What follows belongs to an exercise in optimizing a design on an open flow for small area; a production flow would make more cautious choices. The RTL was checked by simulation tests, not by an equivalence proof against the original design. Power figures rest on the tool's default switching activity, not on a simulated workload.

==> flow/design.v <==
`timescale 1ns/1ps
`default_nettype none
module invaders_top #(
    parameter int ALIEN_COLS = 6,
    parameter int ALIEN_ROWS = 3
) (
    input  wire logic        clk,
    input  wire logic        reset,
    input  wire logic        frame_tick,
    input  wire logic        fire,
    input  wire logic        left,
    input  wire logic        right,
    input  wire logic        wb_cyc,
    input  wire logic        wb_stb,
    input  wire logic        wb_we,
    input  wire logic [2:0]  wb_adr,
    input  wire logic [31:0] wb_dat_w,
    output logic [31:0]      wb_dat_r,
    output logic             wb_ack
);
    logic        run;
    logic        restart;
    logic [17:0] dat_r;
    logic [8:0]  fx9;           
    logic [7:0]  fyq;           
    logic        dir_right;
    logic [2:0]  count;
    logic [17:0] alive;
    logic [2:0]  kq;            
    logic [1:0]  km;            
    logic [2:0]  hq;            
    logic [1:0]  hm;            
    logic [9:0]  ship_x;
    logic [5:0]  explode_timer;
    logic        rocket_active;
    logic [9:0]  rx;
    logic [7:0]  ryh;           
    logic [15:0] lfsr;
    logic        laser_active;
    logic [8:0]  lx9;           
    logic [8:0]  ly;
    logic [2:0]  scan_col;
    logic [1:0]  scan_row;
    logic        game_over;
    logic        game_win;
    logic [1:0]  lives;
    logic req;
    logic step;
    assign req  = wb_cyc && wb_stb && !wb_ack;
    assign step = frame_tick && run && !game_over && !game_win;
    logic [2:0] sel_q;
    logic [1:0] sel_m;
    logic [7:0] sel_score;
    assign sel_q = wb_adr[0] ? hq : kq;
    assign sel_m = wb_adr[0] ? hm : km;
    assign sel_score = {5'b0, sel_q} * 8'd30 + {6'b0, sel_m} * 8'd10;
    logic [17:0] read_data;
    always_comb begin
        case (wb_adr)
            3'd0:    read_data = {17'b0, run};
            3'd1:    read_data = {14'b0, game_over, game_win, lives};
            3'd2,
            3'd3:    read_data = {10'b0, sel_score};
            3'd4:    read_data = {8'b0, ship_x};
            3'd5:    read_data = alive;
            default: read_data = '0;
        endcase
    end
    always_ff @(posedge clk or posedge reset) begin
        if (reset) begin
            run     <= 1'b0;
            wb_ack  <= 1'b0;
            restart <= 1'b0;
        end else begin
            wb_ack  <= req;
            restart <= 1'b0;
            if (req && wb_we && wb_adr == 3'd0) begin
                run     <= wb_dat_w[0];
                restart <= wb_dat_w[1];
            end
        end
    end
    always_ff @(posedge clk) begin
        dat_r <= read_data;
    end
    assign wb_dat_r = {14'b0, dat_r};
    logic [5:0] col_live;
    logic [2:0] row_live;
    always_comb begin
        for (int c = 0; c < 6; c++)
            col_live[c] = alive[c] | alive[6 + c] | alive[12 + c];
        for (int r = 0; r < 3; r++)
            row_live[r] = |alive[r*6 +: 6];
    end
    logic fleet_gone;
    assign fleet_gone = kq[2] & kq[1];    
    logic hit_right;
    logic hit_left;
    always_comb begin
        hit_right = 1'b0;
        hit_left  = 1'b0;
        if (col_live[5])      hit_right = (fx9 == 9'd162);
        else if (col_live[4]) hit_right = (fx9 == 9'd192);
        else if (col_live[3]) hit_right = (fx9 == 9'd222);
        else if (col_live[2]) hit_right = (fx9 == 9'd252);
        else if (col_live[1]) hit_right = (fx9 == 9'd282);
        else                  hit_right = (fx9 == 9'd312);
        if (col_live[0])      hit_left = (fx9 == 9'd0);
        else if (col_live[1]) hit_left = (fx9 == 9'd482);
        else if (col_live[2]) hit_left = (fx9 == 9'd452);
        else if (col_live[3]) hit_left = (fx9 == 9'd422);
        else if (col_live[4]) hit_left = (fx9 == 9'd392);
        else                  hit_left = (fx9 == 9'd362);
    end
    logic hit_edge;
    assign hit_edge = dir_right ? hit_right : hit_left;
    logic bottom_reached;
    assign bottom_reached = !fleet_gone &&
        (row_live[2] ? (fyq >= 8'd71) :
         row_live[1] ? (fyq >= 8'd82) : (fyq >= 8'd93));
    logic move;
    assign move = ({1'b0, count} + {1'b0, kq}) >= 4'd7;
    logic [9:0] hdx;    
    logic [9:0] hdy;    
    assign hdx = rx - {fx9, 1'b0} + 10'd6;
    assign hdy = {1'b0, ryh, 1'b1} - {fyq, 2'b00};
    logic [5:0] col_hit;
    logic [2:0] row_hit;
    always_comb begin
        for (int c = 0; c < 6; c++)
            col_hit[c] = (hdx >= 10'(60 * c)) && (hdx <= 10'(60 * c + 21));
        for (int r = 0; r < 3; r++)
            row_hit[r] = (hdy >= 10'(45 * r)) && (hdy <= 10'(45 * r + 17));
    end
    logic [17:0] hit_vec;
    always_comb begin
        for (int r = 0; r < 3; r++)
            for (int c = 0; c < 6; c++)
                hit_vec[r*6 + c] = alive[r*6 + c] & col_hit[c] & row_hit[r];
    end
    logic kill;
    assign kill = step && rocket_active && (|hit_vec);
    logic can_shoot;
    always_comb begin
        case (scan_row)
            2'd0: can_shoot = alive[scan_col] & ~alive[6 + scan_col] & ~alive[12 + scan_col];
            2'd1: can_shoot = alive[6 + scan_col] & ~alive[12 + scan_col];
            2'd2: can_shoot = alive[12 + scan_col];
            default: can_shoot = 1'b0;
        endcase
    end
    logic [8:0] shoot_x9;
    logic [8:0] shoot_y;
    assign shoot_x9 = fx9 + 9'(30 * scan_col + 2);
    assign shoot_y  = {fyq[6:0], 2'b10} + 9'(45 * scan_row + 16);
    logic [9:0] ldx;    
    assign ldx = {lx9, 1'b0} - ship_x + 10'd6;
    logic overlap;
    assign overlap = (ldx < 10'd22) && (ly >= 9'd438) && (ly <= 9'd469);
    logic ship_hit;
    assign ship_hit = step && laser_active && overlap;
    always_ff @(posedge clk or posedge reset) begin
        if (reset) begin
            fx9       <= 9'd25;
            fyq       <= 8'd12;
            dir_right <= 1'b1;
            count     <= '0;
            alive     <= '1;
            kq        <= '0;
            km        <= '0;
        end else if (restart) begin
            fx9       <= 9'd25;
            fyq       <= 8'd12;
            dir_right <= 1'b1;
            count     <= '0;
            alive     <= '1;
            kq        <= '0;
            km        <= '0;
        end else if (step) begin
            if (rocket_active) alive <= alive & ~hit_vec;
            if (kill) begin
                if (km == 2'd2) begin
                    km <= 2'd0;
                    kq <= kq + 3'd1;
                end else begin
                    km <= km + 2'd1;
                end
            end
            if (move) begin
                count <= '0;
                if (hit_edge) begin
                    dir_right <= !dir_right;
                    fyq       <= fyq + 8'd5;
                end else if (dir_right) begin
                    fx9 <= fx9 + 9'd1;
                end else begin
                    fx9 <= fx9 - 9'd1;
                end
            end else begin
                count <= count + 3'd1;
            end
        end
    end
    always_ff @(posedge clk or posedge reset) begin
        if (reset) begin
            hq <= '0;
            hm <= '0;
        end else if ({kq, km} > {hq, hm}) begin
            hq <= kq;
            hm <= km;
        end
    end
    always_ff @(posedge clk or posedge reset) begin
        if (reset) begin
            game_over <= 1'b0;
            game_win  <= 1'b0;
            lives     <= 2'd3;
        end else if (restart) begin
            game_over <= 1'b0;
            game_win  <= 1'b0;
            lives     <= 2'd3;
        end else begin
            if (ship_hit && lives != 2'd0) lives <= lives - 2'd1;
            if (lives == 2'd0 || bottom_reached) game_over <= 1'b1;
            if (fleet_gone) game_win <= 1'b1;
        end
    end
    always_ff @(posedge clk or posedge reset) begin
        if (reset) begin
            ship_x        <= 10'd320;
            explode_timer <= '0;
            rocket_active <= 1'b0;
        end else if (restart) begin
            ship_x        <= 10'd320;
            explode_timer <= '0;
            rocket_active <= 1'b0;
        end else if (step) begin
            if (right) begin
                if (ship_x < 10'd623) ship_x <= ship_x + 10'd1;
            end else if (left && ship_x > 10'd1) begin
                ship_x <= ship_x - 10'd1;
            end
            if (ship_hit) begin
                explode_timer <= 6'd35;
            end else if (explode_timer != '0) begin
                explode_timer <= explode_timer - 6'd1;
            end
            if (kill) begin
                rocket_active <= 1'b0;
            end else if (rocket_active) begin
                if (ryh == 8'd0) rocket_active <= 1'b0;
            end else if (fire && explode_timer == '0) begin
                rocket_active <= 1'b1;
            end
        end
    end
    always_ff @(posedge clk) begin
        if (step) begin
            if (rocket_active) begin
                ryh <= ryh - 8'd1;
            end else begin
                rx  <= ship_x + 10'd4;
                ryh <= 8'd218;
            end
        end
    end
    always_ff @(posedge clk or posedge reset) begin
        if (reset) begin
            lfsr <= 16'hACE1;
        end else if (restart) begin
            lfsr <= 16'hACE1;
        end else begin
            lfsr <= {lfsr[14:0], lfsr[15] ^ lfsr[13] ^ lfsr[12] ^ lfsr[10]};
        end
    end
    always_ff @(posedge clk or posedge reset) begin
        if (reset) begin
            laser_active <= 1'b0;
            scan_col     <= '0;
            scan_row     <= '0;
        end else if (restart) begin
            laser_active <= 1'b0;
            scan_col     <= '0;
            scan_row     <= '0;
        end else if (step) begin
            if (ship_hit) begin
                laser_active <= 1'b0;
            end else if (laser_active) begin
                if (ly >= 9'd477) laser_active <= 1'b0;
            end else begin
                if (can_shoot && lfsr[0]) laser_active <= 1'b1;
                if (scan_col == 3'd5) begin
                    scan_col <= '0;
                    scan_row <= (scan_row == 2'd2) ? 2'd0 : scan_row + 2'd1;
                end else begin
                    scan_col <= scan_col + 3'd1;
                end
            end
        end
    end
    always_ff @(posedge clk) begin
        if (step) begin
            if (laser_active) begin
                ly <= ly + 9'd1;
            end else begin
                lx9 <= shoot_x9;
                ly  <= shoot_y;
            end
        end
    end
endmodule
`default_nettype wire
==> flow/run.sh <==
#!/bin/bash
# synth_recipe.tcl (not shown) runs the flow's synth.tcl, then flattens the netlist and writes it again
# the make line also repeats each setting of config.mk as NAME=value (left out here)
make -C /OpenROAD-flow-scripts/flow DESIGN_CONFIG=/design/flow/config.mk WORK_HOME=/design/flow/orfs CLKGATE_MAP_FILE= SYNTH_SCRIPT=/design/flow/synth_recipe.tcl finish
==> flow/config.mk <==
export PLATFORM = sky130hd
export DESIGN_NAME = invaders_top
export DESIGN_NICKNAME = invaders_top
export VERILOG_FILES = /design/flow/design.v
export SDC_FILE = /design/flow/constraint.sdc
export NUM_CORES = 4
export LEC_CHECK = 0
export CAP_MARGIN = 20
export CORE_MARGIN = 2
export CORE_UTILIZATION = 60
export CTS_BUF_LIST = sky130_fd_sc_hd__clkbuf_8
export CTS_CLUSTER_SIZE = 40
export SLEW_MARGIN = 20
==> flow/constraint.sdc <==
create_clock -name core_clock -period 8.0 [get_ports {clk}]
set_input_delay 1.6000 -clock core_clock [delete_from_list [all_inputs] [get_ports {clk}]]
set_output_delay 1.6000 -clock core_clock [all_outputs]
set_load 0.01 [all_outputs]
==> metrics.md, run 1 <==
| Metric | Value |
|---|---|
| Fmax | 208 MHz |
| Unrepaired setup endpoints after global routing | false |
| Fin util | 0.660 |
| Worst Path Max Fanout | 27 |
| Layout cell share with drive strength beyond 1 | 0.0917 |
| Switching pwr | 0.00136 W |
| Vias in the first global route | 8159 |
| Fin area | 11900 um2 |
| Root Driver | clkbuf_8 |
| Fraction of registers with async set/reset | 0.642 |
| TritonRoute pass-1 iters | 5 |
| Net Sw Frac | 0.402 |
| Hold Worst Slack | 447 ps |
| DR WL/cell | 17.5 um |
| TritonCTS clock tree | yes |
| H-tree depth | 4 |
| Post-CTS setup buffers | 0 |
| Via count | 8528 |
| Outcome | timing/DRC/antenna clean |
| Reg2reg end | kq[0] |
| Largest net degree at the start of global routing | 80 |
| DR iter-0 viols | 565 |
| Clock slew seen by the registers of the worst setup and hold paths | 90 ps |
| Worst Path Required | 8340 ps |
| Power share of the sequential group | 0.364 |
| Comb pwr share | 0.454 |
| Least-Margin Pin Slew | 905 ps |
| Relative slew slack | 0.395 |
| Most common cell after layout, fill and taps aside | ha_1 |
| Routed wire length | 25000 um |
| Post-synth cell types | 89 |
| Core Area | 18000 um2 |
| Min-delay src | lfsr[4] |
| Main synth FF type | dfrtp_1 |
| Num CTS Buffers | 17 |
| CTS max path bufs | 2 |
| Leakage | 5.25 nW |
| Worst hold path class | flop to flop |
| Final Cycle Share | 0.601 |
| Placed inst area | 11500 um2 |
| Startpoint types | primary input |
| Mapped cell area | 11000 um2 |
| Drt via density | 5.97 |
| Internal power | 0.00201 W |
| FF+latch count, synth | 148 |
| Critical path arrival | 5150 ps |
| MaxCap Viol Count | 0 |
| Clock Skews | 13.7 ps |
| Ports | 77 |
| YS warnings | 1 |
| Skew-Pair Late Insertion Delay | 460 ps |
| Setup violations, final | 0 |
| Overall die area | 19400 um2 |
| Grt total ovfl | 0 |
| Min Tclk post-route | 4810 ps |
| Global-route wire length before repair | 41900 um |
| CP endpoint kind | flop |
| Fin nets | 1365 |
| Cells after Synth | 1169 |
| # diodes | 0 |
| Setup CP Type | primary input to flop |
| Antenna viol nets, final | 0 |
| Die width | 139 um |
| CTS Hold Bufs | 0 |
| Hold path depth | 1 |
| Peak supply drop | 0.302 mV |
| DRC | 0 |
| Critical Path Start | wb_adr[0] |
| Tot GR Track Use | 0.266 |
| Hpwl dp | 18600 um |
| Die height | 139 um |
| Post-cts resize count | 0 |
| Area Growth Syn to Fin | 7.76% |
| Post-synth EDFFs | 35 |
| Initial Utilization | 0.613 |
| Worst reg2reg path startpoint | fx9[4] |
| Clock share of power | 0.182 |
| Final slew viol count | 0 |
| Syn avg cell area | 9.42 um2 |
| Hold Vio Cnt, Final | 0 |
| GPL Wtd Cong | 0.858 |
| Most frequent cells in the layout | ha_1, inv_1, a21oi_1, nand2_1, nor2_1 |
| Worst Hold End | lfsr[5] |
| Sequential fraction of the synthesis area | 0.348 |
| Fin Setup TNS | 0 ps |
| Num Clock Sinks | 148 |
| R2R depth | 13 |
| PwrDens | 284 nW/um2 |
| Antenna violations before repair | 0 |
| Port Buffer Count | 32 |
| Cell Rows | 49 |
| FF-to-FF setup slack | 3390 ps |
synthesized netlist by cell type, drive strengths merged (11+ instances only):
library cell / number / area share
nand2b: 17 / 0.0097
inv: 90 / 0.031
nor4: 11 / 0.0063
buf: 22 / 0.013
dfstp: 36 / 0.086
clkbuf: 32 / 0.011
dfrtp: 59 / 0.13
nor2b: 25 / 0.014
or2: 11 / 0.0063
a21oi: 83 / 0.038
nor3: 31 / 0.015
xor2: 26 / 0.021
a31oi: 12 / 0.0068
o31ai: 11 / 0.0075
dfxtp: 18 / 0.033
o21ai: 58 / 0.026
or3: 17 / 0.0097
xnor2: 49 / 0.039
edfxtp: 35 / 0.095
nand3: 28 / 0.013
mux2i: 16 / 0.015
nand2: 80 / 0.027
fa: 16 / 0.029
nor2: 66 / 0.023
and3: 19 / 0.011
nand4: 11 / 0.0063
ha: 119 / 0.14
a21o: 35 / 0.025
area by class of cell:
type | count | area [um2]
inverter | 91 | 344
multi-input combinational | 889 | 6620
clock inverter | 15 | 176
timing repair buffer | 39 | 373
tap | 229 | 287
clock buffer | 17 | 234
fill | 1509 | 6100
sequential | 148 | 3830
power by group through the flow:
stage | Sequential, W | Clock (W) | Combinational, W
after detailed placement | 0.00124 | 0 | 0.00152
after global placement | 0.00124 | 0 | 0.00148
final | 0.00123 | 0.000613 | 0.00153
after global routing | 0.00125 | 0.000660 | 0.00174
after floorplan | 0.00111 | 0 | 0.00129
after CTS | 0.00122 | 0.000625 | 0.00153
worst max-delay path, stage by stage:
cell	delay [ps]
clkdlybuf4s50_1	390
buf_4	240
o21ai_0	630
fa_1	580
ha_1	260
fa_1	460
ha_1	320
nor2b_1	140
o21ai_0	240
xor2_1	190
o22ai_1	100
worst max path at each step:
stage | end | slack, ps | cells after the start
after CTS | dat_r[6] | 3210 | 11
after floorplan | dat_r[6] | 3160 | 12
after global routing | dat_r[6] | 3020 | 11
after global placement | dat_r[6] | 2840 | 11
after detailed placement | dat_r[6] | 2710 | 11
final | dat_r[6] | 3190 | 11
registers in the layout (all words and copies together), names as in the netlist, 3 cells and up:
name           cells
alive             18
dat_r             18
lfsr              16
ship_x            10
fx9                9
lx9                9
ly                 9
rx                 9
fyq                8
ryh                8
explode_timer      6
count              3
hq                 3
kq                 3
scan_col           3
through the flow:
| stage | std cells | power (W) | worst slack (ps) |
|---|---|---|---|
| 3_3_place_gp | 1396 | 0.00272 | 2840 |
| 5_1_grt | 1428 | 0.00365 | 3020 |
| 6_report | 1428 | 0.00337 | 3190 |
| 4_1_cts | 1428 | 0.00338 | 3210 |
| 2_1_floorplan | 1182 | 0.00240 | 3160 |
| 3_5_place_dp | 1396 | 0.00276 | 2710 |
cell families (layout without fill, tap and decap cells):
group           after synthesis  count (layout)  synth area share
compound gates              285             285             0.171
buf+inv                     145             162            0.0553
flops                       148             148             0.348
other cells                   1              14          0.000341
simple gates                351             351             0.166
xor+xnor                     76              76            0.0625
fa+ha+maj                   135             135             0.164
mux                          28              28            0.0330
per-layer routing:
metal | share of wire | GRT usage | vias up
met2 | 0.47 | 0.434 | 223
li1 | - | - | 4206
met1 | 0.47 | 0.376 | 4068
met3 | 0.044 | 0.0372 | 31
met5 | 0 | 0 | -
met4 | 0.016 | 0.0680 | 0
==> run 2, diff against run 1 <==
--- a/flow/config.mk
+++ b/flow/config.mk
@@ -7,7 +7,5 @@
 export LEC_CHECK = 0
 export CAP_MARGIN = 20
 export CORE_MARGIN = 2
-export CORE_UTILIZATION = 60
-export CTS_BUF_LIST = sky130_fd_sc_hd__clkbuf_8
-export CTS_CLUSTER_SIZE = 40
+export CORE_UTILIZATION = 40
 export SLEW_MARGIN = 20
==> run 2 against run 1 <==
  * Count of clock-buffer cells in the layout unchanged
  * Final cell count is 7.8% higher
  * Sequential share of layout area fell by 0.81 points
  * Register-to-register slack better by 160 ps
  * Critical endpoint unchanged
  * Utilization is 21 points lower
==> metrics.md, run 2 <==
| Metric | Value |
|---|---|
| R2R depth | 15 (+2) |
| Cell Rows | 60 (+22%) |
| Antenna violations before repair | 0 (unchanged) |
| Leakage | 5.31 nW (+1.2%) |
| Reg2reg end | explode_timer[3] |
| Outcome | timing/DRC/antenna clean |
| Crit path capture | dat_r[6] |
| Fmax | 210 MHz (+1.1%) |
| Cell family contributing the most delay on the critical path | adder cells |
| Initial Utilization | 0.407 (-0.206) |
| Top cells by count, synth | ha_1, inv_1, a21oi_1, nand2_1, nor2_1 |
| TritonRoute pass-1 iters | 5 (unchanged) |
| CTS max path bufs | 2 (unchanged) |
| Post-synth EDFFs | 35 (unchanged) |
| Leading area contributor after synthesis | ha_1 |
| H-tree depth | 4 (unchanged) |
| Clock slew seen by the registers of the worst setup and hold paths | 80 ps (about the same) |
| GPL Wtd Cong | 0.828 (-3.5%) |
| Startpoint types | primary input |
| Area Growth Syn to Fin | 10.5% |
| TritonCTS clock tree | yes |
| Hold Worst Slack | 426 ps (-20.7 ps) |
| Yosys top cell area share | 0.135 (unchanged) |
| DRC | 0 (unchanged) |
| Layout cell share with drive strength beyond 1 | 0.0934 (+0.00167) |
| Main synth FF type | dfrtp_1 |
| FF+latch count, synth | 148 (unchanged) |
| Overall die area | 28900 um2 (+48%) |
| Most frequent cells in the layout | ha_1, inv_1, a21oi_1, nand2_1, nor2_1 |
| Num Clock Sinks | 148 (unchanged) |
| Most frequent cell after synthesis | ha_1 |
| Fin Setup TNS | 0 ps (unchanged) |
| Fraction of registers with async set/reset | 0.642 (unchanged) |
| Most common cell after layout, fill and taps aside | ha_1 |
| Mapped cell area | 11000 um2 (unchanged) |
| Critical path arrival | 5060 ps (-90 ps) |
| Drt via density | 5.49 (-8.0%) |
| Hpwl dp | 19000 um (+2.0%) |
| Slowest CP cell | o21ai_0 |
| DR iter-0 viols | 567 (+0.35%) |
| Cells after Synth | 1169 (unchanged) |
| Fin nets | 1365 (unchanged) |
| PwrDens | 291 nW/um2 (+2.4%) |
| Grt total ovfl | 0 (unchanged) |
| Num CTS Buffers | 17 (unchanged) |
| FF-to-FF setup slack | 3550 ps (+160 ps) |
| Ports | 77 (unchanged) |
| Worst reg2reg path startpoint | ship_x[1] |
| Routed wire length | 25800 um (+3.3%) |
| DR WL/cell | 16.8 um (-4.2%) |
| Tot GR Track Use | 0.187 (-0.0793) |
| Setup CP Type | primary input to flop |
| CP endpoint kind | flop |
| Worst path bufs/invs | 2 (unchanged) |
| Final Cycle Share | 0.595 (-0.00625) |
| Antenna viol nets, final | 0 (unchanged) |
| Port Buffer Count | 32 (unchanged) |
| Die width | 170 um (+22%) |
| Min Tclk post-route | 4760 ps (-50.0 ps) |
| Clock Skews | 14.6 ps (+0.932 ps) |
| CP cell instances | clkdlybuf4s50_1, buf_4, o21ai_0, fa_1, ha_1, fa_1, ha_1, nor2b_1, o21ai_0, xor2_1, o22ai_1 |
| Post-synth cell types | 89 (unchanged) |
| # diodes | 0 (unchanged) |
| Critical Path Start | wb_adr[0] |
| Skew-Pair Late Insertion Delay | 430 ps (-30 ps) |
| Post-CTS setup buffers | 0 (unchanged) |
| # fillers | 2610 (+73%) |
| Syn avg cell area | 9.42 um2 (unchanged) |
| Vias in the first global route | 8340 (+2.2%) |
| Core Area | 27000 um2 (+50%) |
| Relative slew slack | 0.413 (+0.0182) |
| Unrepaired setup endpoints after global routing | false |
| Top cells by area, synth | ha_1, dfrtp_1, edfxtp_1 |
| Top Registers | alive: 18 flops, dat_r: 18 flops, lfsr: 16 flops |
| Setup violations, final | 0 (unchanged) |
| CP peak stage delay | 620 ps (about the same) |
| Peak supply drop | 0.162 mV (-46%) |
| Largest net degree at the start of global routing | 80 (unchanged) |
| Critical Path Stages | 11 (unchanged) |
| Global-route wire length before repair | 43100 um (+2.7%) |
| Root Driver | clkbuf_16 |
| MaxCap Viol Count | 0 (unchanged) |
| YS warnings | 1 (unchanged) |
| Final slew viol count | 0 (unchanged) |
| Worst Path Max Fanout | 27 (unchanged) |
| Worst Path Required | 8300 ps (-40 ps) |
| Die height | 170 um (+22%) |
| Least-Margin Pin Slew | 881 ps (-24.0 ps) |
| CTS Hold Bufs | 0 (unchanged) |
| Worst hold path class | flop to flop |
| Via count | 8458 (-0.82%) |
| Post-cts resize count | 0 (unchanged) |
| Hold Vio Cnt, Final | 0 (unchanged) |
| Min-delay src | lfsr[9] |
| Sequential fraction of the synthesis area | 0.348 (unchanged) |
[run 2: metal layers]
metal	wire length [um]	up-vias	track usage
met5	0	-	0
met4	302	0	0.0528
met3	904	18	0.0263
met2	12100	157	0.307
met1	12500	4078	0.258
li1	-	4205	-
[run 2: logic make-up after synthesis]
| group | Yosys count | share of synthesized area |
|---|---|---|
| other | 1 | 0.000341 |
| adders and majority gates | 135 | 0.164 |
| and+or+nand+nor | 351 | 0.166 |
| DFF | 148 | 0.348 |
| buffers and inverters | 145 | 0.0553 |
| xor gates and xnor gates | 76 | 0.0625 |
| muxes | 28 | 0.0330 |
| AOI/OAI and AO/OA | 285 | 0.171 |
[run 2: worst min path at each step]
stage / endpoint / slack [ps] / depth (start not counted)
floorplan: lfsr[10] / 410 / 1
global placement: lfsr[15] / 410 / 1
detailed placement: lfsr[5] / 420 / 1
CTS: lfsr[5] / 430 / 1
global route: lfsr[10] / 450 / 1
finish: lfsr[10] / 430 / 1
[run 2: per-stage QoR]
step	utilization	total power [W]	worst slack [ps]	cell area [um2]	instances
floorplan	-	0.00240	3160	11100	1182
CTS	0.450	0.00357	3230	12200	1540
global placement	0.429	0.00272	2830	11600	1508
global route	0.450	0.00384	3020	12200	1540
finish	0.450	0.00354	3240	12200	1540
detailed placement	0.429	0.00276	2800	11600	1508
[run 2: area by class of cell]
cell class                      instances  area (um2)  share of cell area
Multi-Input combinational cell        889        6620               0.544
Sequential cell                       148        3830               0.315
Tap cell                              341         427              0.0351
Clock buffer                           17         425              0.0350
Timing Repair Buffer                   39         373              0.0306
Inverter                               91         344              0.0283
Clock inverter                         15         148              0.0121
[run 2: where the power goes]
part	internal, W	total (W)	switching [W]
registers	0.00100	0.00123	0.000230
clock network	0.000437	0.000793	0.000356
logic	0.000704	0.00151	0.000811
[run 2: worst reg2reg max path, cell delays in order (launching register included)]
cell and delay, ps:
dfrtp_1 500, ha_1 340, inv_1 60, ha_1 150, inv_1 50, fa_1 400, nor2b_1 120, o21ai_0 110
a21boi_0 270, nor2_1 150, nor3_1 440, o21ai_0 160, or4_1 740, a21oi_1 480, a21boi_0 160, o21a_1 210

-- re-timing with driven ports --
No port has a modelled driver above. Below, the same layouts with a new extraction and two added sets of constraints.
Step 1 assumes that a clkbuf_16 drives the clock port and a buf_2 every other input.
Step 2 times the ports against the registers' clock, not the clock port: input delays grow and output delays shrink by t, the midpoint of the rising clock arrivals with the driver on.
Three values: ideal ports, drivers, drivers and shift; two values: the first two.
| run | t, ns | slack for setup (ns) | latest minus earliest clock arrival (ns) |
|---|---|---|---|
| run 1 | 0.496 | 3.191 / 3.211 / 2.715 | 0.014 / 0.014 |
| run 2 | 0.477 | 3.241 / 3.268 / 2.791 | 0.016 / 0.017 |
After both steps every run listed still meets setup and hold. The setup slack of run 1, which loses most, moves by +0.020 ns with the drivers and by -0.476 ns with both steps.
